Context: an optimization exercise on an open-source flow, tuned for small area, a short achievable clock period and few clock cycles. The choices shown serve that exercise and are no tape-out recipe.
Only simulation tests tie the RTL to the original design; equivalence was not proved.
Power and IR drop assume default switching activity.

--- flow/design.v ---
package sa_pkg;
  localparam int ROWS = 4;
  localparam int COLS = 4;
  localparam int W_IN  = 8;
  localparam int W_ACC = 24;
  localparam int AXIL_DATA_W = 32;
  localparam int AXIL_ADDR_W = 8;
  localparam logic [AXIL_ADDR_W-1:0] REG_CTRL    = 8'h00;
  localparam logic [AXIL_ADDR_W-1:0] REG_BEATS   = 8'h04;
  localparam logic [AXIL_ADDR_W-1:0] REG_PACKETS = 8'h08;
  localparam logic [1:0] RESP_OKAY = 2'b00;
endpackage
module axil_csr (
  input  logic                           clk,
  input  logic                           rst,
  input  logic [sa_pkg::AXIL_ADDR_W-1:0] awaddr,
  input  logic                           awvalid,
  input  logic [sa_pkg::AXIL_DATA_W-1:0] wdata,
  input  logic [3:0]                     wstrb,
  input  logic                           wvalid,
  input  logic                           bready,
  input  logic [sa_pkg::AXIL_ADDR_W-1:0] araddr,
  input  logic                           arvalid,
  input  logic                           rready,
  input  logic                           beat_acc,
  input  logic                           pkt_done,
  output logic                           awready,
  output logic                           wready,
  output logic [1:0]                     bresp,
  output logic                           bvalid,
  output logic                           arready,
  output logic [sa_pkg::AXIL_DATA_W-1:0] rdata,
  output logic [1:0]                     rresp,
  output logic                           rvalid,
  output logic                           ctrl_enable,
  output logic                           ctrl_clamp
);
  localparam int AXIL_DATA_W = sa_pkg::AXIL_DATA_W;
  localparam int AXIL_ADDR_W = sa_pkg::AXIL_ADDR_W;
  logic                   awready_q;
  logic                   bvalid_q;
  logic                   arready_q;
  logic                   rvalid_q;
  logic [1:0]             rsel_q;    
  logic [AXIL_DATA_W-1:0] beats_q;
  logic [AXIL_DATA_W-1:0] pkts_q;
  logic [1:0]             ctrl_q;    
  logic                   wr_fire;
  logic                   rd_fire;
  assign wr_fire = awready_q & awvalid & wvalid;
  assign rd_fire = arready_q & arvalid;
  always_ff @(posedge clk) begin
    if (rst) begin
      awready_q <= 1'b0;
      bvalid_q  <= 1'b0;
    end else begin
      awready_q <= ~awready_q & ~bvalid_q & awvalid & wvalid;
      if (wr_fire) begin
        bvalid_q <= 1'b1;
      end else if (bready) begin
        bvalid_q <= 1'b0;
      end
    end
  end
  always_ff @(posedge clk) begin
    if (rst) begin
      ctrl_q <= '0;
    end else if (wr_fire && awaddr[AXIL_ADDR_W-1:2] == '0 && wstrb[0]) begin
      ctrl_q <= wdata[1:0];
    end
  end
  always_ff @(posedge clk) begin
    if (rst) begin
      beats_q <= '0;
      pkts_q  <= '0;
    end else begin
      if (beat_acc) begin
        beats_q <= beats_q + 1'b1;
      end
      if (pkt_done) begin
        pkts_q <= pkts_q + 1'b1;
      end
    end
  end
  always_ff @(posedge clk) begin
    if (rst) begin
      arready_q <= 1'b0;
      rvalid_q  <= 1'b0;
    end else begin
      arready_q <= ~arready_q & ~rvalid_q & arvalid;
      if (rd_fire) begin
        rvalid_q <= 1'b1;
      end else if (rready) begin
        rvalid_q <= 1'b0;
      end
    end
  end
  always_ff @(posedge clk) begin
    if (rd_fire) begin
      if (araddr[AXIL_ADDR_W-1:4] != '0) begin
        rsel_q <= 2'd0;
      end else begin
        case (araddr[3:2])
          2'd0:    rsel_q <= 2'd1;
          2'd1:    rsel_q <= 2'd2;
          2'd2:    rsel_q <= 2'd3;
          default: rsel_q <= 2'd0;
        endcase
      end
    end
  end
  always_comb begin
    case (rsel_q)
      2'd1:    rdata = {30'b0, ctrl_q};
      2'd2:    rdata = beats_q;
      2'd3:    rdata = pkts_q;
      default: rdata = '0;
    endcase
  end
  assign awready     = awready_q;
  assign wready      = awready_q;
  assign bresp       = sa_pkg::RESP_OKAY;
  assign bvalid      = bvalid_q;
  assign arready     = arready_q;
  assign rresp       = sa_pkg::RESP_OKAY;
  assign rvalid      = rvalid_q;
  assign ctrl_enable = ctrl_q[0];
  assign ctrl_clamp  = ctrl_q[1];
endmodule
module mac_grid #(
  parameter int ROWS = sa_pkg::ROWS,
  parameter int COLS = sa_pkg::COLS
) (
  input  logic                                         clk,
  input  logic                                         rst,
  input  logic                                         ctrl_enable,
  input  logic [COLS-1:0][sa_pkg::W_IN-1:0]            k_data,
  input  logic                                         k_last,
  input  logic                                         k_valid,
  output logic                                         k_ready,
  input  logic [ROWS-1:0][sa_pkg::W_IN-1:0]            x_data,
  output logic                                         x_ready,
  input  logic [ROWS-1:0][sa_pkg::W_ACC-1:0]           a_data,
  input  logic                                         a_valid,
  output logic                                         a_ready,
  input  logic                                         y_ready,
  output logic                                         y_valid,
  output logic                                         y_last,
  output logic [COLS-1:0]                              out_sel,
  output logic [ROWS-1:0][COLS-1:0][sa_pkg::W_ACC-1:0] bank,
  output logic                                         beat_acc,
  output logic                                         pkt_done
);
  localparam int W_IN  = sa_pkg::W_IN;
  localparam int W_ACC = sa_pkg::W_ACC;
  logic [COLS-1:0]                      d_v;
  logic [COLS-1:0]                      d_first;
  logic [COLS-1:0]                      d_last;
  logic [COLS-1:0][ROWS-1:0][W_IN-1:0]  d_x;
  logic [COLS-1:0][COLS-1:0][W_IN-1:0]  d_k;
  logic [COLS-1:0]                      s_v;
  logic [COLS-1:0]                      s_first;
  logic [COLS-1:0]                      s_last;
  logic [COLS-1:0][ROWS-1:0][W_IN-1:0]  s_x;
  logic [COLS-1:0][COLS-1:0][W_IN-1:0]  s_k;
  logic                                 first_q;
  logic [COLS-1:0]                      done_q;
  logic [COLS-1:0]                      out_oh_q;    
  logic [1:0]                           a_col_q;
  logic [COLS-1:0]                      take;
  logic [COLS-1:0]                      go;
  logic                                 y_fire;
  logic                                 a_fire;
  logic                                 in_fire;
  always_comb begin
    for (int c = 0; c < COLS; c++) begin
      d_v[c]     = s_v[c];
      d_first[c] = s_first[c];
      d_last[c]  = s_last[c];
      d_x[c]     = s_x[c];
      d_k[c]     = s_k[c];
    end
  end
  function automatic logic [COLS+1:0] flow (input logic yr, input logic av,
                                            input logic [COLS-1:0] v,
                                            input logic [COLS-1:0] first,
                                            input logic [COLS-1:0] done,
                                            input logic [COLS-1:0] ocol,
                                            input logic [1:0] acol,
                                            input logic en);
    logic [COLS-1:0] free;
    logic [COLS-1:0] ok;
    logic [COLS-1:0] a_ok;
    logic [COLS:0]   move;
    logic [COLS-1:0] g;
    logic            ar;
    for (int c = 0; c < COLS; c++) begin
      free[c] = ~done[c] | (yr & ocol[c]);
      a_ok[c] = free[c] & (acol == 2'(c));
      ok[c]   = ~first[c] | (a_ok[c] & av);
    end
    move[COLS] = 1'b1;
    for (int c = COLS - 1; c >= 0; c--) begin
      move[c] = ~v[c] | (ok[c] & move[c+1]);
    end
    ar = 1'b0;
    for (int c = 0; c < COLS; c++) begin
      ar = ar | (v[c] & first[c] & a_ok[c] & move[c+1]);
      g[c] = v[c] & ok[c] & move[c+1];
    end
    flow = {en & move[0], ar, g};
  endfunction
  logic [COLS+1:0] f00, f01, f10, f11, f;
  assign f00 = flow(1'b0, 1'b0, d_v, d_first, done_q, out_oh_q, a_col_q, ctrl_enable);
  assign f01 = flow(1'b0, 1'b1, d_v, d_first, done_q, out_oh_q, a_col_q, ctrl_enable);
  assign f10 = flow(1'b1, 1'b0, d_v, d_first, done_q, out_oh_q, a_col_q, ctrl_enable);
  assign f11 = flow(1'b1, 1'b1, d_v, d_first, done_q, out_oh_q, a_col_q, ctrl_enable);
  assign f   = y_ready ? (a_valid ? f11 : f10) : (a_valid ? f01 : f00);
  assign go      = f[COLS-1:0];
  assign a_ready = f[COLS];
  assign k_ready = f[COLS+1];
  assign x_ready = f[COLS+1];
  assign y_valid  = |(done_q & out_oh_q);
  assign y_last   = out_oh_q[COLS-1];
  assign y_fire   = y_valid & y_ready;
  assign a_fire   = a_valid & a_ready;
  assign out_sel  = out_oh_q;
  assign pkt_done = y_fire & y_last;
  assign in_fire  = k_valid & k_ready;
  assign beat_acc = in_fire;
  always_comb begin
    for (int c = 0; c < COLS; c++) begin
      take[c] = y_fire & out_oh_q[c];
    end
  end
  always_ff @(posedge clk) begin
    if (rst) begin
      first_q   <= 1'b1;
      done_q    <= '0;
      out_oh_q  <= COLS'(1);
      a_col_q   <= '0;
    end else begin
      if (in_fire) begin
        first_q <= k_last;
      end
      done_q <= (done_q & ~take) | (go & d_last);
      if (y_fire) begin
        out_oh_q <= {out_oh_q[COLS-2:0], out_oh_q[COLS-1]};
      end
      if (a_fire) begin
        a_col_q <= a_col_q + 1'b1;
      end
    end
  end
  logic [COLS-1:0] s_move;
  always_comb begin
    for (int c = 0; c < COLS; c++) begin
      s_move[c] = ~s_v[c] | go[c];
    end
  end
  always_ff @(posedge clk) begin
    if (rst) begin
      s_v <= '0;
    end else begin
      if (s_move[0]) s_v[0] <= in_fire;
      for (int c = 1; c < COLS; c++) begin
        if (s_move[c]) s_v[c] <= go[c-1];
      end
    end
  end
  always_ff @(posedge clk) begin
    if (s_move[0]) begin
      s_first[0] <= first_q;
      s_last[0]  <= k_last;
      s_x[0]     <= x_data;
      s_k[0]     <= k_data;
    end
    for (int c = 1; c < COLS; c++) begin
      if (s_move[c]) begin
        s_first[c] <= d_first[c-1];
        s_last[c]  <= d_last[c-1];
        s_x[c]     <= d_x[c-1];
        s_k[c]     <= d_k[c-1];
      end
    end
  end
  logic [COLS-1:0][ROWS-1:0][W_ACC-1:0] nxt;
  for (genvar c = 0; c < COLS; c++) begin : g_col
    for (genvar r = 0; r < ROWS; r++) begin : g_row
      mac_unit mac_i (
        .base (d_first[c] ? a_data[r] : bank[r][c]),
        .x    (d_x[c][r]),
        .k    (d_k[c][c]),
        .y    (nxt[c][r])
      );
    end
  end
  always_ff @(posedge clk) begin
    for (int c = 0; c < COLS; c++) begin
      if (go[c]) begin
        for (int r = 0; r < ROWS; r++) begin
          bank[r][c] <= nxt[c][r];
        end
      end
    end
  end
endmodule
module mac_unit (
  input  logic [23:0] base,
  input  logic [7:0]  x,
  input  logic [7:0]  k,
  output logic [23:0] y
);
  logic [8:0] xe; assign xe = {x[7], x};
  logic one0, two0, neg0;
  assign one0 = k[0] ^ 1'b0;
  assign two0 = (k[1] & ~k[0] & ~1'b0) | (~k[1] & k[0] & 1'b0);
  assign neg0 = k[1] & ~(k[0] & 1'b0);
  logic t0_0; assign t0_0 = ((one0 & xe[0]) | (two0 & 1'b0)) ^ neg0;
  logic t0_1; assign t0_1 = ((one0 & xe[1]) | (two0 & xe[0])) ^ neg0;
  logic t0_2; assign t0_2 = ((one0 & xe[2]) | (two0 & xe[1])) ^ neg0;
  logic t0_3; assign t0_3 = ((one0 & xe[3]) | (two0 & xe[2])) ^ neg0;
  logic t0_4; assign t0_4 = ((one0 & xe[4]) | (two0 & xe[3])) ^ neg0;
  logic t0_5; assign t0_5 = ((one0 & xe[5]) | (two0 & xe[4])) ^ neg0;
  logic t0_6; assign t0_6 = ((one0 & xe[6]) | (two0 & xe[5])) ^ neg0;
  logic t0_7; assign t0_7 = ((one0 & xe[7]) | (two0 & xe[6])) ^ neg0;
  logic t0_8; assign t0_8 = ~(((one0 & xe[8]) | (two0 & xe[7])) ^ neg0);
  logic one1, two1, neg1;
  assign one1 = k[2] ^ k[1];
  assign two1 = (k[3] & ~k[2] & ~k[1]) | (~k[3] & k[2] & k[1]);
  assign neg1 = k[3] & ~(k[2] & k[1]);
  logic t1_0; assign t1_0 = ((one1 & xe[0]) | (two1 & 1'b0)) ^ neg1;
  logic t1_1; assign t1_1 = ((one1 & xe[1]) | (two1 & xe[0])) ^ neg1;
  logic t1_2; assign t1_2 = ((one1 & xe[2]) | (two1 & xe[1])) ^ neg1;
  logic t1_3; assign t1_3 = ((one1 & xe[3]) | (two1 & xe[2])) ^ neg1;
  logic t1_4; assign t1_4 = ((one1 & xe[4]) | (two1 & xe[3])) ^ neg1;
  logic t1_5; assign t1_5 = ((one1 & xe[5]) | (two1 & xe[4])) ^ neg1;
  logic t1_6; assign t1_6 = ((one1 & xe[6]) | (two1 & xe[5])) ^ neg1;
  logic t1_7; assign t1_7 = ((one1 & xe[7]) | (two1 & xe[6])) ^ neg1;
  logic t1_8; assign t1_8 = ~(((one1 & xe[8]) | (two1 & xe[7])) ^ neg1);
  logic one2, two2, neg2;
  assign one2 = k[4] ^ k[3];
  assign two2 = (k[5] & ~k[4] & ~k[3]) | (~k[5] & k[4] & k[3]);
  assign neg2 = k[5] & ~(k[4] & k[3]);
  logic t2_0; assign t2_0 = ((one2 & xe[0]) | (two2 & 1'b0)) ^ neg2;
  logic t2_1; assign t2_1 = ((one2 & xe[1]) | (two2 & xe[0])) ^ neg2;
  logic t2_2; assign t2_2 = ((one2 & xe[2]) | (two2 & xe[1])) ^ neg2;
  logic t2_3; assign t2_3 = ((one2 & xe[3]) | (two2 & xe[2])) ^ neg2;
  logic t2_4; assign t2_4 = ((one2 & xe[4]) | (two2 & xe[3])) ^ neg2;
  logic t2_5; assign t2_5 = ((one2 & xe[5]) | (two2 & xe[4])) ^ neg2;
  logic t2_6; assign t2_6 = ((one2 & xe[6]) | (two2 & xe[5])) ^ neg2;
  logic t2_7; assign t2_7 = ((one2 & xe[7]) | (two2 & xe[6])) ^ neg2;
  logic t2_8; assign t2_8 = ~(((one2 & xe[8]) | (two2 & xe[7])) ^ neg2);
  logic one3, two3, neg3;
  assign one3 = k[6] ^ k[5];
  assign two3 = (k[7] & ~k[6] & ~k[5]) | (~k[7] & k[6] & k[5]);
  assign neg3 = k[7] & ~(k[6] & k[5]);
  logic t3_0; assign t3_0 = ((one3 & xe[0]) | (two3 & 1'b0)) ^ neg3;
  logic t3_1; assign t3_1 = ((one3 & xe[1]) | (two3 & xe[0])) ^ neg3;
  logic t3_2; assign t3_2 = ((one3 & xe[2]) | (two3 & xe[1])) ^ neg3;
  logic t3_3; assign t3_3 = ((one3 & xe[3]) | (two3 & xe[2])) ^ neg3;
  logic t3_4; assign t3_4 = ((one3 & xe[4]) | (two3 & xe[3])) ^ neg3;
  logic t3_5; assign t3_5 = ((one3 & xe[5]) | (two3 & xe[4])) ^ neg3;
  logic t3_6; assign t3_6 = ((one3 & xe[6]) | (two3 & xe[5])) ^ neg3;
  logic t3_7; assign t3_7 = ((one3 & xe[7]) | (two3 & xe[6])) ^ neg3;
  logic t3_8; assign t3_8 = ~(((one3 & xe[8]) | (two3 & xe[7])) ^ neg3);
  logic hs1, hc1; assign hs1 = t0_4 ^ t1_2; assign hc1 = t0_4 & t1_2;
  logic hs2, hc2; assign hs2 = t0_5 ^ t1_3; assign hc2 = t0_5 & t1_3;
  logic fs3, fc3; assign fs3 = t0_6 ^ t1_4 ^ t2_2; assign fc3 = (t0_6 & t1_4) | (t0_6 & t2_2) | (t1_4 & t2_2);
  logic hs4, hc4; assign hs4 = t3_0 ^ neg3; assign hc4 = t3_0 & neg3;
  logic fs5, fc5; assign fs5 = t0_7 ^ t1_5 ^ t2_3; assign fc5 = (t0_7 & t1_5) | (t0_7 & t2_3) | (t1_5 & t2_3);
  logic hs6, hc6; assign hs6 = t3_1 ^ base[7]; assign hc6 = t3_1 & base[7];
  logic fs7, fc7; assign fs7 = t0_8 ^ t1_6 ^ t2_4; assign fc7 = (t0_8 & t1_6) | (t0_8 & t2_4) | (t1_6 & t2_4);
  logic fs8, fc8; assign fs8 = t3_2 ^ base[8] ^ 1'b1; assign fc8 = (t3_2 & base[8]) | (t3_2 & 1'b1) | (base[8] & 1'b1);
  logic fs9, fc9; assign fs9 = t1_7 ^ t2_5 ^ t3_3; assign fc9 = (t1_7 & t2_5) | (t1_7 & t3_3) | (t2_5 & t3_3);
  logic hs10, hc10; assign hs10 = base[9] ^ 1'b1; assign hc10 = base[9] & 1'b1;
  logic fs11, fc11; assign fs11 = t1_8 ^ t2_6 ^ t3_4; assign fc11 = (t1_8 & t2_6) | (t1_8 & t3_4) | (t2_6 & t3_4);
  logic hs12, hc12; assign hs12 = t2_7 ^ t3_5; assign hc12 = t2_7 & t3_5;
  logic hs13, hc13; assign hs13 = t0_2 ^ t1_0; assign hc13 = t0_2 & t1_0;
  logic hs14, hc14; assign hs14 = t0_3 ^ t1_1; assign hc14 = t0_3 & t1_1;
  logic fs15, fc15; assign fs15 = hs1 ^ t2_0 ^ neg2; assign fc15 = (hs1 & t2_0) | (hs1 & neg2) | (t2_0 & neg2);
  logic fs16, fc16; assign fs16 = hc1 ^ hs2 ^ t2_1; assign fc16 = (hc1 & hs2) | (hc1 & t2_1) | (hs2 & t2_1);
  logic fs17, fc17; assign fs17 = hc2 ^ fs3 ^ hs4; assign fc17 = (hc2 & fs3) | (hc2 & hs4) | (fs3 & hs4);
  logic fs18, fc18; assign fs18 = fc3 ^ hc4 ^ fs5; assign fc18 = (fc3 & hc4) | (fc3 & fs5) | (hc4 & fs5);
  logic fs19, fc19; assign fs19 = fc5 ^ hc6 ^ fs7; assign fc19 = (fc5 & hc6) | (fc5 & fs7) | (hc6 & fs7);
  logic fs20, fc20; assign fs20 = fc7 ^ fc8 ^ fs9; assign fc20 = (fc7 & fc8) | (fc7 & fs9) | (fc8 & fs9);
  logic fs21, fc21; assign fs21 = fc9 ^ hc10 ^ fs11; assign fc21 = (fc9 & hc10) | (fc9 & fs11) | (hc10 & fs11);
  logic fs22, fc22; assign fs22 = fc11 ^ hs12 ^ base[11]; assign fc22 = (fc11 & hs12) | (fc11 & base[11]) | (hs12 & base[11]);
  logic fs23, fc23; assign fs23 = hc12 ^ t2_8 ^ t3_6; assign fc23 = (hc12 & t2_8) | (hc12 & t3_6) | (t2_8 & t3_6);
  logic hs24, hc24; assign hs24 = t3_7 ^ base[13]; assign hc24 = t3_7 & base[13];
  logic hs25, hc25; assign hs25 = t0_0 ^ neg0; assign hc25 = t0_0 & neg0;
  logic hs26, hc26; assign hs26 = t0_1 ^ base[1]; assign hc26 = t0_1 & base[1];
  logic fs27, fc27; assign fs27 = hs13 ^ neg1 ^ base[2]; assign fc27 = (hs13 & neg1) | (hs13 & base[2]) | (neg1 & base[2]);
  logic fs28, fc28; assign fs28 = hc13 ^ hs14 ^ base[3]; assign fc28 = (hc13 & hs14) | (hc13 & base[3]) | (hs14 & base[3]);
  logic fs29, fc29; assign fs29 = hc14 ^ fs15 ^ base[4]; assign fc29 = (hc14 & fs15) | (hc14 & base[4]) | (fs15 & base[4]);
  logic fs30, fc30; assign fs30 = fc15 ^ fs16 ^ base[5]; assign fc30 = (fc15 & fs16) | (fc15 & base[5]) | (fs16 & base[5]);
  logic fs31, fc31; assign fs31 = fc16 ^ fs17 ^ base[6]; assign fc31 = (fc16 & fs17) | (fc16 & base[6]) | (fs17 & base[6]);
  logic fs32, fc32; assign fs32 = fc17 ^ fs18 ^ hs6; assign fc32 = (fc17 & fs18) | (fc17 & hs6) | (fs18 & hs6);
  logic fs33, fc33; assign fs33 = fc18 ^ fs19 ^ fs8; assign fc33 = (fc18 & fs19) | (fc18 & fs8) | (fs19 & fs8);
  logic fs34, fc34; assign fs34 = fc19 ^ fs20 ^ hs10; assign fc34 = (fc19 & fs20) | (fc19 & hs10) | (fs20 & hs10);
  logic fs35, fc35; assign fs35 = fc20 ^ fs21 ^ base[10]; assign fc35 = (fc20 & fs21) | (fc20 & base[10]) | (fs21 & base[10]);
  logic fs36, fc36; assign fs36 = fc21 ^ fs22 ^ 1'b1; assign fc36 = (fc21 & fs22) | (fc21 & 1'b1) | (fs22 & 1'b1);
  logic fs37, fc37; assign fs37 = fc22 ^ fs23 ^ base[12]; assign fc37 = (fc22 & fs23) | (fc22 & base[12]) | (fs23 & base[12]);
  logic fs38, fc38; assign fs38 = fc23 ^ hs24 ^ 1'b1; assign fc38 = (fc23 & hs24) | (fc23 & 1'b1) | (hs24 & 1'b1);
  logic fs39, fc39; assign fs39 = hc24 ^ t3_8 ^ base[14]; assign fc39 = (hc24 & t3_8) | (hc24 & base[14]) | (t3_8 & base[14]);
  logic hs40, hc40; assign hs40 = base[15] ^ 1'b1; assign hc40 = base[15] & 1'b1;
  logic hs41, hc41; assign hs41 = base[16] ^ 1'b1; assign hc41 = base[16] & 1'b1;
  logic hs42, hc42; assign hs42 = base[17] ^ 1'b1; assign hc42 = base[17] & 1'b1;
  logic hs43, hc43; assign hs43 = base[18] ^ 1'b1; assign hc43 = base[18] & 1'b1;
  logic hs44, hc44; assign hs44 = base[19] ^ 1'b1; assign hc44 = base[19] & 1'b1;
  logic hs45, hc45; assign hs45 = base[20] ^ 1'b1; assign hc45 = base[20] & 1'b1;
  logic hs46, hc46; assign hs46 = base[21] ^ 1'b1; assign hc46 = base[21] & 1'b1;
  logic hs47, hc47; assign hs47 = base[22] ^ 1'b1; assign hc47 = base[22] & 1'b1;
  logic hs48, hc48; assign hs48 = base[23] ^ 1'b1; assign hc48 = base[23] & 1'b1;
  logic [23:0] ra, rb;
  assign ra = {hc47, hc46, hc45, hc44, hc43, hc42, hc41, hc40, fc39, fc38, fc37, fc36, fc35, fc34, fc33, fc32, fc31, fc30, fc29, fc28, fc27, hc26, hc25, hs25};
  assign rb = {hs48, hs47, hs46, hs45, hs44, hs43, hs42, hs41, hs40, fs39, fs38, fs37, fs36, fs35, fs34, fs33, fs32, fs31, fs30, fs29, fs28, fs27, hs26, base[0]};
  logic [23:0] g0, p0;
  assign g0 = ra & rb; assign p0 = ra ^ rb;
  logic sg1_1, sp1_1; assign sg1_1 = g0[1] | (p0[1] & g0[0]); assign sp1_1 = p0[1] & p0[0];
  logic sg1_3, sp1_3; assign sg1_3 = g0[3] | (p0[3] & g0[2]); assign sp1_3 = p0[3] & p0[2];
  logic sg1_5, sp1_5; assign sg1_5 = g0[5] | (p0[5] & g0[4]); assign sp1_5 = p0[5] & p0[4];
  logic sg1_7, sp1_7; assign sg1_7 = g0[7] | (p0[7] & g0[6]); assign sp1_7 = p0[7] & p0[6];
  logic sg1_9, sp1_9; assign sg1_9 = g0[9] | (p0[9] & g0[8]); assign sp1_9 = p0[9] & p0[8];
  logic sg1_11, sp1_11; assign sg1_11 = g0[11] | (p0[11] & g0[10]); assign sp1_11 = p0[11] & p0[10];
  logic sg1_13, sp1_13; assign sg1_13 = g0[13] | (p0[13] & g0[12]); assign sp1_13 = p0[13] & p0[12];
  logic sg1_15, sp1_15; assign sg1_15 = g0[15] | (p0[15] & g0[14]); assign sp1_15 = p0[15] & p0[14];
  logic sg1_17, sp1_17; assign sg1_17 = g0[17] | (p0[17] & g0[16]); assign sp1_17 = p0[17] & p0[16];
  logic sg1_19, sp1_19; assign sg1_19 = g0[19] | (p0[19] & g0[18]); assign sp1_19 = p0[19] & p0[18];
  logic sg1_21, sp1_21; assign sg1_21 = g0[21] | (p0[21] & g0[20]); assign sp1_21 = p0[21] & p0[20];
  logic sg1_23, sp1_23; assign sg1_23 = g0[23] | (p0[23] & g0[22]); assign sp1_23 = p0[23] & p0[22];
  logic sg2_2, sp2_2; assign sg2_2 = g0[2] | (p0[2] & sg1_1); assign sp2_2 = p0[2] & sp1_1;
  logic sg2_3, sp2_3; assign sg2_3 = sg1_3 | (sp1_3 & sg1_1); assign sp2_3 = sp1_3 & sp1_1;
  logic sg2_6, sp2_6; assign sg2_6 = g0[6] | (p0[6] & sg1_5); assign sp2_6 = p0[6] & sp1_5;
  logic sg2_7, sp2_7; assign sg2_7 = sg1_7 | (sp1_7 & sg1_5); assign sp2_7 = sp1_7 & sp1_5;
  logic sg2_10, sp2_10; assign sg2_10 = g0[10] | (p0[10] & sg1_9); assign sp2_10 = p0[10] & sp1_9;
  logic sg2_11, sp2_11; assign sg2_11 = sg1_11 | (sp1_11 & sg1_9); assign sp2_11 = sp1_11 & sp1_9;
  logic sg2_14, sp2_14; assign sg2_14 = g0[14] | (p0[14] & sg1_13); assign sp2_14 = p0[14] & sp1_13;
  logic sg2_15, sp2_15; assign sg2_15 = sg1_15 | (sp1_15 & sg1_13); assign sp2_15 = sp1_15 & sp1_13;
  logic sg2_18, sp2_18; assign sg2_18 = g0[18] | (p0[18] & sg1_17); assign sp2_18 = p0[18] & sp1_17;
  logic sg2_19, sp2_19; assign sg2_19 = sg1_19 | (sp1_19 & sg1_17); assign sp2_19 = sp1_19 & sp1_17;
  logic sg2_22, sp2_22; assign sg2_22 = g0[22] | (p0[22] & sg1_21); assign sp2_22 = p0[22] & sp1_21;
  logic sg2_23, sp2_23; assign sg2_23 = sg1_23 | (sp1_23 & sg1_21); assign sp2_23 = sp1_23 & sp1_21;
  logic sg3_4, sp3_4; assign sg3_4 = g0[4] | (p0[4] & sg2_3); assign sp3_4 = p0[4] & sp2_3;
  logic sg3_5, sp3_5; assign sg3_5 = sg1_5 | (sp1_5 & sg2_3); assign sp3_5 = sp1_5 & sp2_3;
  logic sg3_6, sp3_6; assign sg3_6 = sg2_6 | (sp2_6 & sg2_3); assign sp3_6 = sp2_6 & sp2_3;
  logic sg3_7, sp3_7; assign sg3_7 = sg2_7 | (sp2_7 & sg2_3); assign sp3_7 = sp2_7 & sp2_3;
  logic sg3_12, sp3_12; assign sg3_12 = g0[12] | (p0[12] & sg2_11); assign sp3_12 = p0[12] & sp2_11;
  logic sg3_13, sp3_13; assign sg3_13 = sg1_13 | (sp1_13 & sg2_11); assign sp3_13 = sp1_13 & sp2_11;
  logic sg3_14, sp3_14; assign sg3_14 = sg2_14 | (sp2_14 & sg2_11); assign sp3_14 = sp2_14 & sp2_11;
  logic sg3_15, sp3_15; assign sg3_15 = sg2_15 | (sp2_15 & sg2_11); assign sp3_15 = sp2_15 & sp2_11;
  logic sg3_20, sp3_20; assign sg3_20 = g0[20] | (p0[20] & sg2_19); assign sp3_20 = p0[20] & sp2_19;
  logic sg3_21, sp3_21; assign sg3_21 = sg1_21 | (sp1_21 & sg2_19); assign sp3_21 = sp1_21 & sp2_19;
  logic sg3_22, sp3_22; assign sg3_22 = sg2_22 | (sp2_22 & sg2_19); assign sp3_22 = sp2_22 & sp2_19;
  logic sg3_23, sp3_23; assign sg3_23 = sg2_23 | (sp2_23 & sg2_19); assign sp3_23 = sp2_23 & sp2_19;
  logic sg4_8, sp4_8; assign sg4_8 = g0[8] | (p0[8] & sg3_7); assign sp4_8 = p0[8] & sp3_7;
  logic sg4_9, sp4_9; assign sg4_9 = sg1_9 | (sp1_9 & sg3_7); assign sp4_9 = sp1_9 & sp3_7;
  logic sg4_10, sp4_10; assign sg4_10 = sg2_10 | (sp2_10 & sg3_7); assign sp4_10 = sp2_10 & sp3_7;
  logic sg4_11, sp4_11; assign sg4_11 = sg2_11 | (sp2_11 & sg3_7); assign sp4_11 = sp2_11 & sp3_7;
  logic sg4_12, sp4_12; assign sg4_12 = sg3_12 | (sp3_12 & sg3_7); assign sp4_12 = sp3_12 & sp3_7;
  logic sg4_13, sp4_13; assign sg4_13 = sg3_13 | (sp3_13 & sg3_7); assign sp4_13 = sp3_13 & sp3_7;
  logic sg4_14, sp4_14; assign sg4_14 = sg3_14 | (sp3_14 & sg3_7); assign sp4_14 = sp3_14 & sp3_7;
  logic sg4_15, sp4_15; assign sg4_15 = sg3_15 | (sp3_15 & sg3_7); assign sp4_15 = sp3_15 & sp3_7;
  logic sg5_16, sp5_16; assign sg5_16 = g0[16] | (p0[16] & sg4_15); assign sp5_16 = p0[16] & sp4_15;
  logic sg5_17, sp5_17; assign sg5_17 = sg1_17 | (sp1_17 & sg4_15); assign sp5_17 = sp1_17 & sp4_15;
  logic sg5_18, sp5_18; assign sg5_18 = sg2_18 | (sp2_18 & sg4_15); assign sp5_18 = sp2_18 & sp4_15;
  logic sg5_19, sp5_19; assign sg5_19 = sg2_19 | (sp2_19 & sg4_15); assign sp5_19 = sp2_19 & sp4_15;
  logic sg5_20, sp5_20; assign sg5_20 = sg3_20 | (sp3_20 & sg4_15); assign sp5_20 = sp3_20 & sp4_15;
  logic sg5_21, sp5_21; assign sg5_21 = sg3_21 | (sp3_21 & sg4_15); assign sp5_21 = sp3_21 & sp4_15;
  logic sg5_22, sp5_22; assign sg5_22 = sg3_22 | (sp3_22 & sg4_15); assign sp5_22 = sp3_22 & sp4_15;
  logic sg5_23, sp5_23; assign sg5_23 = sg3_23 | (sp3_23 & sg4_15); assign sp5_23 = sp3_23 & sp4_15;
  assign y[0] = p0[0];
  assign y[1] = p0[1] ^ g0[0];
  assign y[2] = p0[2] ^ sg1_1;
  assign y[3] = p0[3] ^ sg2_2;
  assign y[4] = p0[4] ^ sg2_3;
  assign y[5] = p0[5] ^ sg3_4;
  assign y[6] = p0[6] ^ sg3_5;
  assign y[7] = p0[7] ^ sg3_6;
  assign y[8] = p0[8] ^ sg3_7;
  assign y[9] = p0[9] ^ sg4_8;
  assign y[10] = p0[10] ^ sg4_9;
  assign y[11] = p0[11] ^ sg4_10;
  assign y[12] = p0[12] ^ sg4_11;
  assign y[13] = p0[13] ^ sg4_12;
  assign y[14] = p0[14] ^ sg4_13;
  assign y[15] = p0[15] ^ sg4_14;
  assign y[16] = p0[16] ^ sg4_15;
  assign y[17] = p0[17] ^ sg5_16;
  assign y[18] = p0[18] ^ sg5_17;
  assign y[19] = p0[19] ^ sg5_18;
  assign y[20] = p0[20] ^ sg5_19;
  assign y[21] = p0[21] ^ sg5_20;
  assign y[22] = p0[22] ^ sg5_21;
  assign y[23] = p0[23] ^ sg5_22;
endmodule
module column_drain #(
  parameter int ROWS = sa_pkg::ROWS,
  parameter int COLS = sa_pkg::COLS
) (
  input  logic                                         ctrl_clamp,
  input  logic [ROWS-1:0][COLS-1:0][sa_pkg::W_ACC-1:0] bank,
  input  logic [COLS-1:0]                              out_sel,
  output logic [ROWS-1:0][sa_pkg::W_ACC-1:0]           y_data
);
  localparam int W_ACC = sa_pkg::W_ACC;
  logic [ROWS-1:0][COLS-1:0] sel;
  always_comb begin
    for (int r = 0; r < ROWS; r++) begin
      y_data[r] = '0;
      for (int c = 0; c < COLS; c++) begin
        sel[r][c] = out_sel[c] & ~(ctrl_clamp & bank[r][c][W_ACC-1]);
        y_data[r] = y_data[r] | ({W_ACC{sel[r][c]}} & bank[r][c]);
      end
    end
  end
endmodule
module sa_top #(
  parameter int ROWS = sa_pkg::ROWS,
  parameter int COLS = sa_pkg::COLS
) (
  input  logic                               clk,
  input  logic                               rst,
  input  logic [sa_pkg::AXIL_ADDR_W-1:0]     axil_awaddr,
  input  logic                               axil_awvalid,
  output logic                               axil_awready,
  input  logic [sa_pkg::AXIL_DATA_W-1:0]     axil_wdata,
  input  logic [3:0]                         axil_wstrb,
  input  logic                               axil_wvalid,
  output logic                               axil_wready,
  output logic [1:0]                         axil_bresp,
  output logic                               axil_bvalid,
  input  logic                               axil_bready,
  input  logic [sa_pkg::AXIL_ADDR_W-1:0]     axil_araddr,
  input  logic                               axil_arvalid,
  output logic                               axil_arready,
  output logic [sa_pkg::AXIL_DATA_W-1:0]     axil_rdata,
  output logic [1:0]                         axil_rresp,
  output logic                               axil_rvalid,
  input  logic                               axil_rready,
  input  logic [COLS-1:0][sa_pkg::W_IN-1:0]  k_data,
  input  logic                               k_last,
  input  logic                               k_valid,
  output logic                               k_ready,
  input  logic [ROWS-1:0][sa_pkg::W_IN-1:0]  x_data,
  input  logic                               x_last,
  input  logic                               x_valid,
  output logic                               x_ready,
  input  logic [ROWS-1:0][sa_pkg::W_ACC-1:0] a_data,
  input  logic                               a_valid,
  output logic                               a_ready,
  output logic [ROWS-1:0][sa_pkg::W_ACC-1:0] y_data,
  output logic                               y_last,
  output logic                               y_valid,
  input  logic                               y_ready
);
  localparam int W_ACC = sa_pkg::W_ACC;
  logic                                 ctrl_enable;
  logic                                 ctrl_clamp;
  logic                                 beat_acc;
  logic                                 pkt_done;
  logic [ROWS-1:0][COLS-1:0][W_ACC-1:0] bank;
  logic [COLS-1:0]                      out_sel;
  axil_csr csr_i (
    .clk         (clk),
    .rst         (rst),
    .awaddr      (axil_awaddr),
    .awvalid     (axil_awvalid),
    .wdata       (axil_wdata),
    .wstrb       (axil_wstrb),
    .wvalid      (axil_wvalid),
    .bready      (axil_bready),
    .araddr      (axil_araddr),
    .arvalid     (axil_arvalid),
    .rready      (axil_rready),
    .beat_acc    (beat_acc),
    .pkt_done    (pkt_done),
    .awready     (axil_awready),
    .wready      (axil_wready),
    .bresp       (axil_bresp),
    .bvalid      (axil_bvalid),
    .arready     (axil_arready),
    .rdata       (axil_rdata),
    .rresp       (axil_rresp),
    .rvalid      (axil_rvalid),
    .ctrl_enable (ctrl_enable),
    .ctrl_clamp  (ctrl_clamp)
  );
  mac_grid #(
    .ROWS (ROWS),
    .COLS (COLS)
  ) grid_i (
    .clk         (clk),
    .rst         (rst),
    .ctrl_enable (ctrl_enable),
    .k_data      (k_data),
    .k_last      (k_last & x_last),
    .k_valid     (k_valid & x_valid),
    .k_ready     (k_ready),
    .x_data      (x_data),
    .x_ready     (x_ready),
    .a_data      (a_data),
    .a_valid     (a_valid),
    .a_ready     (a_ready),
    .y_ready     (y_ready),
    .y_valid     (y_valid),
    .y_last      (y_last),
    .out_sel     (out_sel),
    .bank        (bank),
    .beat_acc    (beat_acc),
    .pkt_done    (pkt_done)
  );
  column_drain #(
    .ROWS (ROWS),
    .COLS (COLS)
  ) drain_i (
    .ctrl_clamp (ctrl_clamp),
    .bank       (bank),
    .out_sel    (out_sel),
    .y_data     (y_data)
  );
endmodule
--- flow/flow/run.sh ---
#!/bin/bash
# The standard layout, with the smallest buffer on each input and output port
# (every port still gets its own buffer; the repair steps resize them where
# timing needs it). make's full output goes to standard.log.
set -euo pipefail
bash standard.sh "BUFFER_PORTS_ARGS=-buffer_cell sky130_fd_sc_hd__buf_1" finish > standard.log 2>&1
--- flow/standard.sh ---
#!/bin/bash
# synth_recipe.tcl (not shown) runs the flow's synth.tcl, then flattens the netlist and writes it again
# the make line also repeats each setting of config.mk as NAME=value (left out here)
make -C /OpenROAD-flow-scripts/flow DESIGN_CONFIG=/design/flow/config.mk WORK_HOME=/design/flow/orfs CLKGATE_MAP_FILE= SYNTH_SCRIPT=/design/flow/synth_recipe.tcl "${@:-finish}"
--- flow/config.mk ---
export PLATFORM = sky130hd
export DESIGN_NAME = sa_top
export DESIGN_NICKNAME = sa_top
export VERILOG_FILES = /design/flow/design.v
export SDC_FILE = /design/flow/constraint.sdc
export NUM_CORES = 4
export LEC_CHECK = 0
export CAP_MARGIN = 20
export CORE_MARGIN = 2
export CORE_UTILIZATION = 40
export CTS_CLUSTER_DIAMETER = 140
export CTS_CLUSTER_SIZE = 24
export PLACE_DENSITY = 0.6
export SETUP_SLACK_MARGIN = 5
export SLEW_MARGIN = 20
export TNS_END_PERCENT = 5
--- flow/constraint.sdc ---
create_clock -name core_clock -period 10.5 [get_ports {clk}]
set_input_delay 2.1000 -clock core_clock [delete_from_list [all_inputs] [get_ports {clk}]]
set_output_delay 2.1000 -clock core_clock [all_outputs]
set_load 0.01 [all_outputs]
==> key figures, run 1 <==
Clock network
  – Worst skew pair latency: approximately 0.67 ns
  – Num CTS Buffers: 37
  – CTS tree: yes
  – Worst-path clk slew: 0.10 ns
  – H-tree depth: 2
  – Post-CTS Hold Fix Bufs: 0
  – Clock tree sinks: between 600 and 700
  – Worst-case clock buffer depth: 3
  – CTS root buf: clkbuf_16

Worst setup path
  – Crit Path Max Fanout: 28
  – RR Startpoint: grid_i.s_k[123]$_DFFE_PP_
  – Worst Setup End Kind: primary output
  – CP Data Required Time: between 8 and 9 ns
  – RR Endpoint: grid_i.bank[281]$_DFFE_PP_
  – Crit path arrival time: 3.41 ns
  – CP Launch Type: input port
  – Flop2flop setup slack: 5.03 ns
  – R2R depth: 18
  – CP Class: input port to primary output

Synth
  – Cells after Synth: 6,616
  – Yosys reg bits: 687
  – Syn Std Cell Area: around 0.067 mm²
  – Share of the yosys chip area belonging to registers: slightly below 30%
  – Yosys warns: 3
  – Count leader, synth: inv_1
  – Area contributors post-synth: edfxtp_1 (27%), fa_1 (14%), ha_1 (11%)
  – Asr flop ratio synth: 0%
  – Syn_area_per_cell: 10.1 µm²
  – Area share of the largest cell type after synthesis: between 20% and 30%
  – Synth unique cells: 70
  – Main synth FF type: edfxtp_1
  – Number of synthesized flops with an enable pin: 602
  – Most area-hungry cell type in the Yosys netlist: edfxtp_1
  – Most frequent cells after synthesis: inv_1 (750), edfxtp_1 (602), ha_1 (580)

Cells and area
  – Layout net count: 8,007
  – Final std cells w/o fill: between 8,000 and 9,000
  – Design Area, Final: approximately 0.074 mm²
  – Area growth syn-to-layout: 9.98%
  – Fill cell count: 15,796
  – Layout cell share with drive strength beyond 1: a little under a tenth
  – Final Util: roughly 44%

Route
  – Via/cell ratio: 5.65
  – WL per Instance: roughly 24 µm
  – DR DRC count: 0
  – Post-route ant nets: 0
  – First-iteration detailed-routing DRC count: about 3,700
  – Total Wirelength: 214,000 µm
  – Pre-antenna DRT Iters: 5
  – Vias: between 50,000 and 60,000

Timing
  – Max Freq: between 150 and 200 MHz
  – Final hold vios: 0
  – Max Slew Vio Count: 0
  – Slew headroom: roughly 21%
  – Setup TNS Final: 0 ns
  – Finish-stage setup viols: 0
  – RSZ-0062 raised after global routing: yes
  – Tmin final: 5.51 ns
  – Worst Tran Pin Value: 1.19 ns
  – Tcrit/Tclk final: a little over half
  – Worst Skew: about 0.033 ns

Placed design
  – Placed insts: ~8,800
  – Placed Area: 0.0703 mm²
  – DP Wirelength: roughly 160,000 µm
  – Port Buffer Count: roughly 330
  – Placer Congestion: between 0.9 and 1

Die
  – Die height: around 410 µm
  – Initial cell density of the core: 40.2%
  – Die area: roughly 0.17 mm²
  – Die extent in x: approximately 410 µm
  – Site row count: 150
  – Io pins: roughly 370
  – Area of the core: between 0.15 and 0.2 mm²

Outcome
  – Status: finished clean

Flow run
  – Max Cap Viol: 0

Power and ir drop
  – P_leak: 31.4 nW
  – P per Cell Area: 215 mW/mm²
  – Max VDD drop: ~0.15 mV

Worst hold path
  – Hold path endpoint: grid_i.s_k[61]$_DFFE_PP_
  – HP Class: flip-flop to flip-flop
  – WHS Path Cells: 0
  – Worst hold start: grid_i.s_k[29]$_DFFE_PP_

Global route
  – Largest net degree at the start of global routing: 90
  – GRT Total Usage: around 24%
  – Initial antenna violation count: 29
  – Number of global-route vias before repair: between 50,000 and 60,000
  – Total grt overflow: 0
  – First-pass GRT wire length: around 320,000 µm
[power by group]
group,internal (mW),total [mW],switching (mW)
combinational,4.53,10.1,5.57
clock,0.812,1.88,1.07
sequential,3.74,3.84,0.0962
[sequential cells by signal, indices dropped and copies added (netlist names), 4 cells and up]
| name | flops |
|---|---|
| grid_i.s_first | 4 |
| grid_i.done_q | 4 |
| grid_i.s_last | 4 |
| grid_i.s_v | 4 |
| csr_i.beats_q | 32 |
| grid_i.bank | 384 |
| grid_i.out_oh_q | 4 |
| csr_i.pkts_q | 32 |
| grid_i.s_k | 80 |
| grid_i.s_x | 128 |
[routing by layer]
layer | track usage (%) | wire length, µm
met1 | 30.8 | 86300
met2 | 41.9 | 105000
met3 | 3.25 | 14600
met4 | 9.69 | 8690
met5 | 0 | 0
[layout by cell type (no fill, tap or decap), types with 233 or more instances in the layout]
master / n
fa_1: 459
xor2_1: 325
ha_1: 567
buf_1: 318
nand2_1: 372
a21oi_1: 233
inv_1: 748
edfxtp_1: 602
a22oi_1: 521
xnor2_1: 461
mux2i_1: 286
[what timing repair did]
item	in CTS	in global routing
setup endpoints to repair	175	80
gates resized for setup	130	150
setup buffers	16	57
cloned	5	7
pin swaps	12	43
[worst max path at each step]
stage / start / end / cells after the start
after detailed placement: a_data[55] / grid_i.bank[256]$_DFFE_PP_ / 15
after floorplan: a_data[55] / grid_i.bank[257]$_DFFE_PP_ / 15
final: y_ready / k_ready / 7
after global routing: grid_i.s_k[81]$_DFFE_PP_ / grid_i.bank[257]$_DFFE_PP_ / 22
after CTS: grid_i.s_k[1]$_DFFE_PP_ / grid_i.bank[215]$_DFFE_PP_ / 15
after global placement: a_data[55] / grid_i.bank[256]$_DFFE_PP_ / 15
[final cells by class]
class	count	area, µm²	area share, %
Clock inverter	13	208	0.282
Timing Repair Buffer	510	3390	4.61
Inverter	754	2880	3.91
Multi-Input combinational cell	4748	43600	59.2
Antenna cell	17	42.5	0.0578
Tap cell	2204	2760	3.74
Sequential cell	687	19800	26.9
Clock buffer	45	1020	1.38
[logic make-up (layout without fill, tap and decap cells)]
logic type,Yosys count,after routing,share of synthesized area (%)
compound gates,1376,1376,13.7
buf+inv,1185,1322,6.72
simple gates,1060,1061,7.61
fa+ha+maj,1044,1044,24.7
xor+xnor,794,794,10.4
flops,687,687,29.5
mux,469,469,7.35
other cells,1,21,0.00560
[per-stage QoR]
step / hold WS, ns / setup WS, ns / power, mW
final: 0.421 / 4.99 / 15.8
after global routing: 0.435 / 4.87 / 17.2
after CTS: 0.426 / 4.89 / 15.5
after detailed placement: 0.405 / 3.83 / 13.2
after global placement: 0.406 / 3.94 / 12.9
after floorplan: 0.400 / 4.74 / 11.2
[worst max-delay path, stage by stage]
cell and delay (ns):
buf_4 0.17, a21boi_0 0.32, o21ai_1 0.17, a31oi_4 0.17, buf_6 0.25, nor2_4 0.07, buf_1 0.14
Testbench counts, summed over its fixed seeds: cycles 5,239.
==> inputs of run 2 (changes only) <==
--- a/flow/config.mk
+++ b/flow/config.mk
@@ -15,2 +15,2 @@
 export SLEW_MARGIN = 20
-export TNS_END_PERCENT = 5
+export TNS_END_PERCENT = 0
==> key figures, run 2 <==
Global route
  – First-pass GRT wire length: 319,000 µm (+1.2%)
  – GRT Total Usage: 24.6% (+0.25 points)
  – Initial antenna violation count: 26 (-10%)
  – Largest net degree at the start of global routing: 91 (+1.1%)
  – Total grt overflow: 0 (unchanged)
  – Number of global-route vias before repair: 52,365 (+0.31%)

Cells and area
  – Largest register FFs: 384 (unchanged)
  – Final std cells w/o fill: 8,955 (-0.26%)
  – Layout cell share with drive strength beyond 1: 8.24% (-0.84 points)
  – Biggest regs: grid_i.bank (384), grid_i.s_x (128), grid_i.s_k (80)
  – Most common cell after layout, fill and taps aside: inv_1
  – Most flops, register: grid_i.bank
  – Commonest cells after routing, fill and taps aside: inv_1 (748), edfxtp_1 (602), ha_1 (573)
  – Fill cell count: 15,932 (+0.86%)
  – Layout net count: 7,987 (-0.25%)
  – Design Area, Final: 0.0730 mm² (-0.84%)
  – Area growth syn-to-layout: 9.06%

Worst setup path
  – CP Class: input port to primary output
  – Crit path arrival time: 3.43 ns (+0.02 ns)
  – Worst Setup End Kind: primary output
  – CP Launch Type: input port
  – CP Data Required Time: 8.40 ns (about the same)
  – R2R depth: 15 (-3)
  – Crit Path Max Fanout: 13 (-54%)

Route
  – Post-route ant nets: 0 (unchanged)
  – DR DRC count: 0 (unchanged)
  – Total Wirelength: 214,000 µm (about the same)
  – Pre-antenna DRT Iters: 6 (+1)
  – Via/cell ratio: 5.67 (+0.45%)
  – Vias: 50,798 (+0.19%)
  – WL per Instance: 23.9 µm (+0.28%)
  – First-iteration detailed-routing DRC count: 3,790 (+3.8%)

Die
  – Die extent in x: 413 µm (unchanged)
  – Initial cell density of the core: 40.2% (unchanged)
  – Site row count: 150 (unchanged)
  – Area of the core: 0.167 mm² (unchanged)
  – Io pins: 367 (unchanged)
  – Die height: 413 µm (unchanged)
  – Die area: 0.171 mm² (unchanged)

Clock network
  – CTS root buf: clkbuf_16
  – Post-CTS Hold Fix Bufs: 0 (unchanged)
  – CTS tree: yes
  – Worst-case clock buffer depth: 3 (unchanged)
  – Clock tree sinks: 687 (unchanged)
  – Num CTS Buffers: 36 (-2.7%)
  – H-tree depth: 2 (unchanged)
  – Worst-path clk slew: 0.10 ns (about the same)
  – Worst skew pair latency: 0.67 ns (about the same)

Timing
  – Max Freq: 181 MHz (-0.40%)
  – Final hold slack: 0.419 ns (-0.00173 ns)
  – Max Slew Vio Count: 0 (unchanged)
  – Worst Tran Pin Value: 1.13 ns (-0.0634 ns)
  – Tmin final: 5.53 ns (+0.0219 ns)
  – Final hold vios: 0 (unchanged)
  – Setup TNS Final: 0 ns (unchanged)
  – Worst Skew: 0.0401 ns (+0.00716 ns)
  – Tcrit/Tclk final: 52.7% (+0.21 points)
  – RSZ-0062 raised after global routing: yes
  – Finish-stage setup viols: 0 (unchanged)
  – Slew headroom: 24.4% (+3.6 points)

Placed design
  – Placed insts: 8,808 (-0.11%)
  – Port Buffer Count: 325 (unchanged)
  – Placed Area: 0.0702 mm² (about the same)
  – DP Wirelength: 156,000 µm (-0.61%)
  – Placer Congestion: 0.892 (-2.0%)

Flow run
  – Max Cap Viol: 0 (unchanged)

Synth
  – Area contributors post-synth: edfxtp_1 (27%), fa_1 (14%), ha_1 (11%)
  – Share of the yosys chip area belonging to registers: 29.5% (unchanged)
  – Number of synthesized flops with an enable pin: 602 (unchanged)
  – Area share of the largest cell type after synthesis: 27.0% (unchanged)
  – Synth unique cells: 70 (unchanged)
  – Syn Std Cell Area: 0.0670 mm² (unchanged)
  – Yosys warns: 3 (unchanged)
  – Yosys reg bits: 687 (unchanged)
  – Most frequent cells after synthesis: inv_1 (750), edfxtp_1 (602), ha_1 (580)
  – Most area-hungry cell type in the Yosys netlist: edfxtp_1
  – Cells after Synth: 6,616 (unchanged)
  – Asr flop ratio synth: 0% (unchanged)
  – Main synth FF type: edfxtp_1
  – Count leader, synth: inv_1
  – Syn_area_per_cell: 10.1 µm² (unchanged)

Power and ir drop
  – P per Cell Area: 211 mW/mm² (-1.8%)
  – Pwr Total: 15.4 mW (-2.6%)
  – P_leak: 31.2 nW (-0.74%)
  – Max VDD drop: 0.148 mV (+1.6%)

Worst hold path
  – HP Class: flip-flop to flip-flop
  – WHS Path Cells: 0 (unchanged)

Outcome
  – Status: finished clean
==> run 2: changes by cell type in the layout (fill, tap and decap cells not counted), moves of 6 or more <==
cell | before | now
ha_4 | 11 | 5
clkbuf_16 | 47 | 41
a21oi_1 | 233 | 243
ha_1 | 567 | 573
a21oi_2 | 26 | 19
buf_4 | 113 | 97
buf_12 | 26 | 33
==> run 2: per-stage QoR <==
stage,util [%],setup WS [ns]
2_1_floorplan,-,4.74
3_3_place_gp,42.1,3.78
3_5_place_dp,42.1,3.69
4_1_cts,43.3,4.86
5_1_grt,43.8,4.85
6_report,43.8,4.97
==> run 2: power by group <==
group	internal, mW	total (mW)	leakage [nW]	switching [mW]
Clock	0.683	1.71	0.513	1.03
Sequential	3.74	3.84	6.44	0.0961
Combinational	4.35	9.86	24.2	5.50
==> run 2: per-layer routing <==
layer	wire length, µm	GRT usage [%]	vias up
met4	8850	9.92	12
met1	85400	30.9	25388
met3	15700	3.38	363
li1	-	-	23216
met2	104000	42.4	1819
met5	70	0	-
==> run 2: area by class of cell <==
cell class	count	area [µm²]	area share [%]
antenna	18	45.0	0.0617
clock buffer	43	948	1.30
clock inverter	10	98.8	0.135
inverter	754	2860	3.92
multi-input combinational	4750	43400	59.4
sequential	687	19800	27.1
tap	2204	2760	3.78
timing repair buffer	488	3110	4.26
timing repair inverter	1	16.3	0.0223
==> run 2: timing repair <==
action / CTS / global route
cloned: 6 / 4
pin swaps: 8 / 28
gates resized for setup: 121 / 103
setup endpoints to repair: 222 / 90
buffers inserted: 28 / 38
==> run 2: final timing paths <==
kind	start	endpoint	slack (ns)
worst max register to register	grid_i.s_k[43]$_DFFE_PP_	grid_i.bank[47]$_DFFE_PP_	5.02
worst max-delay path	y_ready	x_ready	4.97
worst min-delay path	grid_i.s_k[60]$_DFFE_PP_	grid_i.s_k[92]$_DFFE_PP_	0.42
worst min register to register	grid_i.s_k[60]$_DFFE_PP_	grid_i.s_k[92]$_DFFE_PP_	0.42
==> run 2: kinds of logic (layout without fill, tap and decap cells) <==
| family | after synthesis | count (layout) | share of synthesized area (%) |
|---|---|---|---|
| AO/OA/AOI/OAI | 1376 | 1377 | 13.7 |
| buffers and inverters | 1185 | 1296 | 6.72 |
| AND/OR/NAND/NOR | 1060 | 1062 | 7.61 |
| adder cells (fa/ha/maj) | 1044 | 1044 | 24.7 |
| XOR/XNOR | 794 | 794 | 10.4 |
| flip-flops | 687 | 687 | 29.5 |
| multiplexers | 469 | 469 | 7.35 |
| other | 1 | 22 | 0.00560 |
==> run 2: critical path, cell delays in order <==
cell and delay [ns]:
buf_2 0.24, a21boi_0 0.20, o21ai_2 0.28, a31oi_4 0.13, nor2_1 0.30, buf_1 0.19
==> inputs of run 3 (changes only) <==
--- a/flow/config.mk
+++ b/flow/config.mk
@@ -9,8 +9,8 @@
 export CORE_MARGIN = 2
-export CORE_UTILIZATION = 40
-export CTS_CLUSTER_DIAMETER = 140
+export CORE_UTILIZATION = 55
+export CTS_CLUSTER_DIAMETER = 120
 export CTS_CLUSTER_SIZE = 24
-export PLACE_DENSITY = 0.6
+export PLACE_DENSITY = 0.7
 export SETUP_SLACK_MARGIN = 5
 export SLEW_MARGIN = 20
-export TNS_END_PERCENT = 0
+export TNS_END_PERCENT = 5
==> key figures, run 3 <==
Outcome
  – Status: finished clean

Placed design
  – Worst slack, placed: 3.61 ns (-0.0830 ns)
  – Placer Congestion: 0.952 (+6.7%)
  – Placed Area: 0.0695 mm² (-1.1%)
  – Placed insts: 8,230 (-6.6%)
  – DP Wirelength: 145,000 µm (-6.9%)
  – Port Buffer Count: 325 (unchanged)

Worst setup path
  – Worst path bufs/invs: 4 (+2)
  – Most used cell, CP: fa_1
  – Crit-path leading delay family: adder cells
  – CP Launch Type: flip-flop
  – Crit path arrival time: 5.92 ns (+2.49 ns)
  – CP Data Required Time: 10.92 ns (+2.52 ns)
  – Crit Path Max Fanout: 18 (+5)
  – Slowest stage delay, CP: 0.50 ns (+0.20 ns)
  – Cell chain of the critical path: buf_12 > ha_4 > buf_12 > a22oi_1 > xnor2_1 > fa_1 > fa_1 > inv_1 > fa_1 > inv_1 > ha_1 > a21oi_1 > o21ai_0 > a31oi_2 > a21o_1 > nand2_1 > a21o_1 > fa_1 > xor2_1
  – CP Class: flip-flop to flip-flop
  – CP max-delay cell: fa_1
  – Worst Setup End Kind: flip-flop

Clock network
  – Worst-case clock buffer depth: 3 (unchanged)
  – Worst skew pair latency: 0.68 ns (about the same)
  – CTS tree: yes
  – Clock tree sinks: 687 (unchanged)
  – H-tree depth: 2 (unchanged)
  – Num CTS Buffers: 37 (+2.8%)
  – Post-CTS Hold Fix Bufs: 0 (unchanged)
  – Worst-path clk slew: 0.10 ns (about the same)
  – CTS root buf: clkbuf_16

Global route
  – Initial antenna violation count: 13 (-50%)
  – Number of global-route vias before repair: 52,262 (-0.20%)
  – GRT Total Usage: 31.5% (+6.9 points)
  – First-pass GRT wire length: 303,000 µm (-4.9%)
  – Largest net degree at the start of global routing: 106 (+16%)
  – Total grt overflow: 0 (unchanged)

Timing
  – Max Freq: 182 MHz (+0.60%)
  – Tmin final: 5.50 ns (-0.0329 ns)
  – RSZ-0062 raised after global routing: yes
  – Tcrit/Tclk final: 52.4% (-0.31 points)
  – Slew headroom: 27.4% (+3.0 points)
  – Final hold slack: 0.426 ns (+0.00698 ns)
  – Setup TNS Final: 0 ns (unchanged)
  – Max Slew Vio Count: 0 (unchanged)
  – Final hold vios: 0 (unchanged)
  – Worst Tran Pin Value: 1.09 ns (-0.0367 ns)
  – Worst Skew: 0.0533 ns (+0.0132 ns)
  – Finish-stage setup viols: 0 (unchanged)
  – Final WS setup: 5.00 ns (+0.0329 ns)

Synth
  – Area share of the largest cell type after synthesis: 27.0% (unchanged)
  – Syn_area_per_cell: 10.1 µm² (unchanged)
  – Area contributors post-synth: edfxtp_1 (27%), fa_1 (14%), ha_1 (11%)
  – Cells after Synth: 6,616 (unchanged)
  – Asr flop ratio synth: 0% (unchanged)
  – Syn Std Cell Area: 0.0670 mm² (unchanged)
  – Yosys warns: 3 (unchanged)
  – Most area-hungry cell type in the Yosys netlist: edfxtp_1
  – Main synth FF type: edfxtp_1
  – Number of synthesized flops with an enable pin: 602 (unchanged)
  – Synth unique cells: 70 (unchanged)
  – Most frequent cells after synthesis: inv_1 (750), edfxtp_1 (602), ha_1 (580)
  – Share of the yosys chip area belonging to registers: 29.5% (unchanged)
  – Count leader, synth: inv_1
  – Yosys reg bits: 687 (unchanged)

Die
  – Die height: 353 µm (-15%)
  – Die extent in x: 353 µm (-15%)
  – Site row count: 128 (-15%)
  – Die area: 0.125 mm² (-27%)
  – Initial cell density of the core: 55.2% (+15 points)
  – Area of the core: 0.121 mm² (-27%)
  – Io pins: 367 (unchanged)

Cells and area
  – Final std cells w/o fill: 8,389 (-6.3%)
  – Commonest cells after routing, fill and taps aside: inv_1 (748), edfxtp_1 (602), ha_1 (566)
  – Most common cell after layout, fill and taps aside: inv_1
  – Area growth syn-to-layout: 8.45%
  – Most flops, register: grid_i.bank
  – Register area: 0.0198 mm² (unchanged)
  – Biggest regs: grid_i.bank (384), grid_i.s_x (128), grid_i.s_k (80)
  – Fill cell count: 10,050 (-37%)
  – Multi-input gate area: 0.0434 mm² (unchanged)
  – Layout cell share with drive strength beyond 1: 8.55% (+0.30 points)
  – Layout net count: 8,006 (+0.24%)
  – Largest register FFs: 384 (unchanged)
  – Final Util: 59.9% (+16 points)
  – Design Area, Final: 0.0726 mm² (-0.56%)

Route
  – WL per Instance: 24.5 µm (+2.6%)
  – Total Wirelength: 206,000 µm (-3.9%)
  – Vias: 52,022 (+2.4%)
  – Post-route ant nets: 0 (unchanged)
  – First-iteration detailed-routing DRC count: 5,080 (+34%)
  – DR DRC count: 0 (unchanged)
  – Via/cell ratio: 6.20 (+9.3%)
  – Pre-antenna DRT Iters: 6 (unchanged)

Power and ir drop
  – P per Cell Area: 215 mW/mm² (+1.9%)
  – Pwr Total: 15.6 mW (+1.3%)
  – P_leak: 31.3 nW (+0.42%)
  – Max VDD drop: 0.142 mV (-4.3%)

Flow run
  – Max Cap Viol: 0 (unchanged)

Worst hold path
  – HP Class: flip-flop to flip-flop
-- run 3: cell counts after synthesis --
Identical to the previous run, type by type.
-- run 3: worst paths after layout --
check,start,slack (ns),to,cells after the start
setup / recovery,grid_i.s_k[121]$_DFFE_PP_,5.00,grid_i.bank[377]$_DFFE_PP_,19
hold / removal,grid_i.s_k[48]$_DFFE_PP_,0.43,grid_i.s_k[80]$_DFFE_PP_,0
setup reg to reg,grid_i.s_k[121]$_DFFE_PP_,5.00,grid_i.bank[377]$_DFFE_PP_,19
hold reg to reg,grid_i.s_k[48]$_DFFE_PP_,0.43,grid_i.s_k[80]$_DFFE_PP_,0
-- run 3: power by group --
part / internal [mW] / switching [mW] / leakage (nW)
clock: 0.681 / 1.03 / 0.529
combinational: 4.46 / 5.59 / 24.3
sequential: 3.74 / 0.0957 / 6.44
total: 8.89 / 6.72 / 31.3
-- run 3: repair_timing --
action                                  4_1_cts  5_1_grt
gates resized for setup                     102      122
setup buffers                                26       49
pin swaps                                     8       41
endpoints found under the setup margin      219       98
gates cloned                                  7       10
-- run 3: layout make-up --
type,instances,area share [%]
multi-input combinational,4750,59.8
sequential,687,27.2
timing repair buffer,507,4.72
inverter,754,3.95
tap,1625,2.80
clock buffer,42,1.33
clock inverter,12,0.155
antenna,12,0.0414
-- run 3: worst register-to-register path, stage by stage (launching register included) --
cell      delay [ns]
edfxtp_1        0.46
buf_12          0.20
ha_4            0.36
buf_12          0.22
a22oi_1         0.14
xnor2_1         0.23
fa_1            0.47
fa_1            0.49
inv_1           0.05
fa_1            0.50
inv_1           0.04
ha_1            0.32
a21oi_1         0.20
o21ai_0         0.15
a31oi_2         0.23
a21o_1          0.26
nand2_1         0.14
a21o_1          0.23
fa_1            0.39
xor2_1          0.17
-- run 3: logic make-up after synthesis --
group	count (synthesis)	share of synthesized area (%)
AOI/OAI and AO/OA	1376	13.7
buffers and inverters	1185	6.72
and+or+nand+nor	1060	7.61
adders and majority gates	1044	24.7
xor gates and xnor gates	794	10.4
DFF	687	29.5
muxes	469	7.35
other	1	0.00560
-- run 3: routing by layer --
metal | GRT usage [%] | wire length (µm) | share of wire, %
met1 | 39.6 | 77900 | 38
met2 | 53.2 | 97300 | 47
met3 | 5.25 | 19000 | 9.3
met4 | 14.3 | 11500 | 5.6
met5 | 0 | 69 | 0.034
==> inputs of run 4 (changes only) <==
--- a/flow/config.mk
+++ b/flow/config.mk
@@ -10,4 +10,4 @@
 export CORE_UTILIZATION = 55
-export CTS_CLUSTER_DIAMETER = 120
-export CTS_CLUSTER_SIZE = 24
+export CTS_CLUSTER_DIAMETER = 130
+export CTS_CLUSTER_SIZE = 30
 export PLACE_DENSITY = 0.7
==> key figures, run 4 <==
Worst hold path
  – Hold path endpoint: grid_i.s_k[92]$_DFFE_PP_
  – HP Class: flip-flop to flip-flop

Worst setup path
  – Crit-path leading delay family: adder cells
  – Most used cell, CP: buf_4
  – CP Launch Type: flip-flop
  – Slowest stage delay, CP: 0.58 ns (+0.08 ns)
  – RR Endpoint: grid_i.bank[263]$_DFFE_PP_
  – RR Startpoint: grid_i.s_k[81]$_DFFE_PP_
  – CP max-delay cell: or4_1
  – CP Data Required Time: 11.00 ns (+0.08 ns)
  – Worst path bufs/invs: 9 (+5)
  – Cell chain of the critical path: buf_4 > ha_4 > nand2b_1 > buf_12 > inv_6 > buf_12 > buf_4 > xnor2_1 > fa_1 > fa_1 > inv_1 > fa_1 > inv_1 > ha_1 > nand2_2 > nor2_1 > o211ai_1 > a21boi_1 > buf_4 > buf_4 > a41oi_1 > or4_1 > o211ai_1

Synth
  – Synth unique cells: 70 (unchanged)
  – Area contributors post-synth: edfxtp_1 (27%), fa_1 (14%), ha_1 (11%)
  – Most area-hungry cell type in the Yosys netlist: edfxtp_1
  – Main synth FF type: edfxtp_1
  – Cells after Synth: 6,616 (unchanged)
  – Area share of the largest cell type after synthesis: 27.0% (unchanged)
  – Yosys warns: 3 (unchanged)
  – Syn_area_per_cell: 10.1 µm² (unchanged)
  – Count leader, synth: inv_1
  – Yosys reg bits: 687 (unchanged)
  – Syn Std Cell Area: 0.0670 mm² (unchanged)

Power and ir drop
  – Max VDD drop: 0.145 mV (+2.5%)
  – Logic gate share of total power: 63.9% (-0.5 points)
  – Sw Share: 43.0% (about the same)
  – P per Cell Area: 215 mW/mm² (+0.24%)
  – NetSw: 6.75 mW (+0.36%)
  – Power share of the clock group: 11.6% (+0.6 points)

Route
  – Post-route ant nets: 0 (unchanged)
  – Pre-antenna DRT Iters: 6 (unchanged)
  – Vias: 51,909 (-0.22%)
  – Via/cell ratio: 6.18 (-0.30%)

Die
  – Die area: 0.125 mm² (unchanged)
  – Area of the core: 0.121 mm² (unchanged)
  – Io pins: 367 (unchanged)
  – Die extent in x: 353 µm (unchanged)
  – Initial cell density of the core: 55.2% (unchanged)

Clock network
  – Worst skew pair latency: 0.66 ns (-0.02 ns)
  – H-tree depth: 2 (unchanged)
  – Num CTS Buffers: 34 (-8.1%)
  – Worst-path clk slew: 0.12 ns (+0.02 ns)
  – Post-CTS Hold Fix Bufs: 0 (unchanged)

Timing
  – Tmin final: 5.51 ns (+0.0160 ns)
  – Max Slew Vio Count: 0 (unchanged)
  – Final WS setup: 4.99 ns (-0.0160 ns)
  – Finish-stage setup viols: 0 (unchanged)
  – Worst Tran Pin Value: 1.09 ns (-0.00143 ns)
  – Final hold slack: 0.429 ns (+0.00268 ns)
  – Slew headroom: 27.5% (+0.095 points)
  – Max Freq: 181 MHz (-0.29%)
  – Worst Skew: 0.0270 ns (-0.0263 ns)
  – Setup TNS Final: 0 ns (unchanged)
  – Tcrit/Tclk final: 52.5% (+0.15 points)

Global route
  – Largest net degree at the start of global routing: 106 (unchanged)
  – Initial antenna violation count: 19 (+6)
  – Total grt overflow: 0 (unchanged)
  – Number of global-route vias before repair: 52,506 (+0.47%)
  – First-pass GRT wire length: 303,000 µm (+0.13%)

Placed design
  – Placer Congestion: 0.952 (unchanged)
  – DP Wirelength: 145,000 µm (unchanged)
  – Worst slack, placed: 3.61 ns (unchanged)
  – Placed Area: 0.0695 mm² (unchanged)

Cells and area
  – Layout cell share with drive strength beyond 1: 8.59% (+0.047 points)
  – Largest register FFs: 384 (unchanged)
  – Fill cell count: 10,035 (-0.15%)
  – Register area: 0.0198 mm² (unchanged)
  – Biggest regs: grid_i.bank (384), grid_i.s_x (128), grid_i.s_k (80)
  – Most common cell after layout, fill and taps aside: inv_1
  – Final std cells w/o fill: 8,396 (+0.083%)

Outcome
  – Status: finished clean
[run 4: cell counts after synthesis]
Identical to the previous run, type by type.
[run 4: repair_timing]
| item | CTS | global route |
|---|---|---|
| pin swaps | 8 | 32 |
| setup endpoints to repair | 219 | 95 |
| cloned | 7 | 13 |
| gates resized for setup | 101 | 116 |
| buffers inserted | 25 | 52 |
[run 4: how the worst max path moves through the flow]
stage                              start                         end  slack (ns)  depth (start not counted)
6_report        grid_i.s_k[81]$_DFFE_PP_  grid_i.bank[263]$_DFFE_PP_        4.99                         23
5_1_grt          grid_i.s_k[5]$_DFFE_PP_  grid_i.bank[118]$_DFFE_PP_        4.80                         16
4_1_cts                          y_ready                     x_ready        4.77                          6
3_5_place_dp   grid_i.s_k[121]$_DFFE_PP_  grid_i.bank[287]$_DFFE_PP_        3.61                         18
3_3_place_gp   grid_i.s_k[121]$_DFFE_PP_  grid_i.bank[287]$_DFFE_PP_        3.66                         18
2_1_floorplan                 a_data[55]  grid_i.bank[257]$_DFFE_PP_        4.74                         15
[run 4: power by group through the flow]
| stage | Sequential, mW | Clock [mW] | Combinational, mW |
|---|---|---|---|
| global route | 3.84 | 1.91 | 11.2 |
| CTS | 3.83 | 1.85 | 9.57 |
| floorplan | 3.82 | 0 | 7.42 |
| global placement | 3.90 | 0 | 8.96 |
| detailed placement | 3.90 | 0 | 9.36 |
| finish | 3.84 | 1.82 | 10.0 |
[run 4: kinds of logic (layout without fill, tap and decap cells)]
logic type / count (synthesis) / count (layout) / synth area share, %
other: 1 / 13 / 0.00560
flip-flops: 687 / 687 / 29.5
adder cells (fa/ha/maj): 1044 / 1044 / 24.7
multiplexers: 469 / 469 / 7.35
AND/OR/NAND/NOR: 1060 / 1062 / 7.61
XOR/XNOR: 794 / 794 / 10.4
AO/OA/AOI/OAI: 1376 / 1377 / 13.7
buffers and inverters: 1185 / 1325 / 6.72
[run 4: cell type report]
cell class / instances / share of cell area, %
Clock inverter: 19 / 0.380
Clock buffer: 40 / 1.29
Antenna cell: 9 / 0.0309
Tap cell: 1625 / 2.79
Timing Repair Buffer: 512 / 4.83
Sequential cell: 687 / 27.2
Multi-Input combinational cell: 4750 / 59.6
Inverter: 754 / 3.94
[run 4: metal layers]
metal | vias to the layer above | GRT usage [%] | wire [µm] | part of all wire, %
met1 | 25594 | 39.6 | 77900 | 38
met3 | 594 | 5.17 | 19500 | 9.4
met2 | 2435 | 53.5 | 97000 | 47
met4 | 20 | 14.0 | 12000 | 5.8
li1 | 23266 | - | - | -
met5 | - | 0 | 135 | 0.065

-- separate check: timing with driven ports --
In the flow no input, the clock included, has a driving cell. The finished layouts below were timed again as built, in two steps.
Step 1: set_driving_cell puts a clkbuf_16 on clk and a buf_2 on each other input, an assumption about the parent block.
Step 2 times the ports against the registers' clock, not the clock port: input delays grow and output delays shrink by t, the midpoint of the rising clock arrivals with the driver on.
Slacks: ideal / step 1 / step 2; pairs: ideal / step 1.
run	t (ns)	setup WS [ns]
run 1	0.744	4.990 / 4.946 / 4.280
run 2	0.734	4.969 / 4.921 / 4.271
run 3	0.729	5.002 / 4.967 / 4.299
run 4	0.732	4.986 / 4.967 / 4.279
After both steps every run listed still meets setup and hold.
